Context: an optimization exercise on an open-source flow, tuned for small area and few clock cycles. The choices shown serve that exercise and are no tape-out recipe. Power and IR drop assume default switching activity.

Setup of indigo:
// byte_stream_tokenizer
module byte_stream_tokenizer (
  input  logic         clk_i,
  input  logic         rst_ni,
  input  logic         s_axis_tvalid,
  output logic         s_axis_tready,
  input  logic [7:0]   s_axis_tdata,
  output logic         m_axis_tvalid,
  input  logic         m_axis_tready,
  output logic [127:0] m_axis_tdata,
  output logic [4:0]   m_axis_tuser,
  output logic         m_axis_tlast
);
Size in the first run: about 1100 cells after synthesis, ~180 flip-flops, about 150 I/O pins, about 0.012 mm² of cells after synthesis.
export LEC_CHECK = 0
export CAP_MARGIN = 20
export CORE_MARGIN = 2
export CORE_UTILIZATION = 40
export SLEW_MARGIN = 20
create_clock -name core_clock -period 6.0 [get_ports {clk_i}]
standard.sh (not shown) runs the stock make flow with config.mk's settings and CLKGATE_MAP_FILE= SYNTH_SCRIPT=/design/flow/synth_recipe.tcl, a recipe that flattens the netlist after the stock synthesis.
==> flow/flow/run.sh <==
#!/bin/bash
# Layout flow: the standard flow, with the port buffers made from the
# smallest buffer cell.
set -e
export BUFFER_PORTS_ARGS="-buffer_cell sky130_fd_sc_hd__buf_1"
bash standard.sh > standard.log 2>&1
Status indigo: flow complete, layout not clean - setup timing
What zinc does differently from indigo at the input level:
--- a/flow/design.v
+++ b/flow/design.v
@@ -149,64 +149,70 @@
   assign cc_ci   = fire && cons && !is_nl && !cc_sat;
   assign cl_ci   = fire && cons && is_nl && !cl_sat;
   assign co_ci   = fire && cons && !co_sat;
   assign cc_zero = fire && (clr || (cons && is_nl));
   logic [16:0] cc_cy;
   logic [20:0] cl_cy;
   logic [24:0] co_cy, wl_cy;
   logic [23:0] wl_inc;
   always_comb begin
-    cc_cy[0] = cc_ci; cl_cy[0] = cl_ci; co_cy[0] = co_ci; wl_cy[0] = 1'b1;
     for (int i = 0; i < 16; i++) begin
-      cc_cy[i+1] = cc_cy[i] & cc_q[i];
+      cc_cy[i] = (i % 8 == 0) ? (cc_ci & ((i == 0) ? 1'b1 : &cc_q[7:0])) : cc_cy[i-1] & cc_q[i-1];
       cc_n[i] = (cc_q[i] ^ cc_cy[i]) & !cc_zero;
     end
     for (int i = 0; i < 20; i++) begin
-      cl_cy[i+1] = cl_cy[i] & cl_q[i];
+      cl_cy[i] = (i == 0) ? cl_ci : (i == 8) ? (cl_ci & (&cl_q[7:0])) :
+                 (i == 16) ? (cl_ci & (&cl_q[15:0])) : cl_cy[i-1] & cl_q[i-1];
       cl_n[i] = (cl_q[i] ^ cl_cy[i]) & !(fire && clr);
     end
     for (int i = 0; i < 24; i++) begin
-      co_cy[i+1] = co_cy[i] & co_q[i];
+      co_cy[i] = (i == 0) ? co_ci : (i == 8) ? (co_ci & (&co_q[7:0])) :
+                 (i == 16) ? (co_ci & (&co_q[15:0])) : co_cy[i-1] & co_q[i-1];
       co_n[i] = (co_q[i] ^ co_cy[i]) & !(fire && clr);
-      wl_cy[i+1] = wl_cy[i] & wl_q[i];
+      wl_cy[i] = (i == 0) ? 1'b1 : (i == 8) ? (&wl_q[7:0]) :
+                 (i == 16) ? (&wl_q[15:0]) : wl_cy[i-1] & wl_q[i-1];
       wl_inc[i] = wl_q[i] ^ wl_cy[i];
     end
   end
   logic [30:0] val, mx, my, msum;
   logic [31:0] mcy;
   logic        nsat, big, eqk;
   assign val = {vh_q, wl_q};
-  logic [30:0] pg_g, pg_p;
+  function automatic logic blk_start(input int i);
+    blk_start = (i == 5 || i == 11 || i == 17 || i == 23 || i == 28);
+  endfunction
   always_comb begin
+    logic [30:0] p, s0;
+    logic [31:0] c0, t;
+    logic        cb, pb;
     mx = {val[27:0], (c[3] ? 3'd7 : c[2:0])};
     my = {val[29:0], c[3]};
+    p = mx ^ my;
     mcy = '0;
-  end
-  always_comb begin
-    logic [30:0] g, p, gg, pp;
-    g = mx & my; p = mx ^ my;
-    g[0] = g[0] | (p[0] & c[3] & c[0]);
-    gg = g; pp = p;
-    for (int l = 1; l < 32; l = l * 2) begin
-      for (int i = 2 * l - 1; i < 31; i += 2 * l) begin
-        gg[i] = gg[i] | (pp[i] & gg[i-l]);
-        pp[i] = pp[i] & pp[i-l];
-      end
+    c0[0] = c[3] & c[0];
+    for (int i = 0; i < 5; i++) begin
+      msum[i] = p[i] ^ c0[i];
+      c0[i+1] = (mx[i] & my[i]) | (c0[i] & p[i]);
     end
-    for (int l = 8; l >= 1; l = l / 2) begin
-      for (int i = 3 * l - 1; i < 31; i += 2 * l) begin
-        gg[i] = gg[i] | (pp[i] & gg[i-l]);
-        pp[i] = pp[i] & pp[i-l];
+    cb = c0[5];
+    t = '0;
+    pb = 1'b1;
+    for (int i = 5; i < 31; i++) begin
+      if (blk_start(i) && i != 5) cb = c0[i] | (pb & cb);
+      if (blk_start(i)) begin
+        c0[i] = 1'b0; t[i] = cb; pb = 1'b1;
       end
+      s0[i] = p[i] ^ c0[i];
+      c0[i+1] = (mx[i] & my[i]) | (c0[i] & p[i]);
+      t[i+1] = t[i] & p[i];
+      msum[i] = s0[i] ^ t[i];
+      pb = pb & p[i];
     end
-    pg_g = gg; pg_p = pp;
-    msum[0] = p[0] ^ (c[3] & c[0]);
-    for (int i = 1; i < 31; i++) msum[i] = p[i] ^ gg[i-1];
   end
   localparam logic [30:0] K = 31'd214748364;
   always_comb begin
     big = 1'b0; eqk = 1'b1;
     for (int i = 30; i >= 0; i--) begin
       if (K[i]) begin
         eqk = eqk & val[i];
       end else begin
         big = big | (eqk & val[i]);
--- outcome ---
zinc against indigo: design area shows a reduction of about 14%, non-clock buffer count decreased about 43%. Of indigo and zinc, the run reporting the lower internal power was zinc. Per the comparison of zinc with indigo, total number of cells along the worst setup path has decreased, per-instance average area after synthesis went down by 1.6%. Mapped cell area: higher on indigo. Number of standard cells in the final layout excluding fillers shrinks by a little under 10% when moving from indigo to zinc. [zinc] layout overhead on the synthesized area fell 16 points relative to indigo. zinc went all the way through the flow, and no timing, DRC or antenna check failed. NOTE: post-place instance area in zinc falls short of that of indigo. The pin count of the biggest net entering global routing in zinc was higher than what indigo gave. indigo reports its capturing element of the worst setup path as m_axis_tuser[0] while zinc reports sc_q[14].
Function was not checked in any run of this note: the RTL went through the layout flow alone.

[afterwards: timing with drivers on the ports]
The flow's constraints put no driver on any port. The routed layouts listed below were extracted and timed again, unchanged, in two steps.
Step 1: set_driving_cell puts a clkbuf_16 on clk_i and a buf_2 on each other input, an assumption about the parent block.
Step 2 adds t to the input delays and takes it off the output delays; t is the mean of the earliest and latest rising clock arrival at the registers after step 1. Input paths then give back, and output paths get back, about the clock's delay inside the block.
Slacks: no drivers / after step 1 / after step 2; pairs: no drivers / after step 1.
run	shift t [ns]	setup WS [ns]	worst hold slack (ns)	worst data-port slew with drivers (ns)
indigo	0.476	-0.774 / -0.817 / -1.184	0.509 / 0.509 / 0.509	0.06
zinc	0.480	0.581 / 0.581 / 0.371	0.486 / 0.486 / 0.486	0.03
For indigo, which loses most, drivers alone change the setup slack by -0.043 ns; drivers and shift together by -0.410 ns.
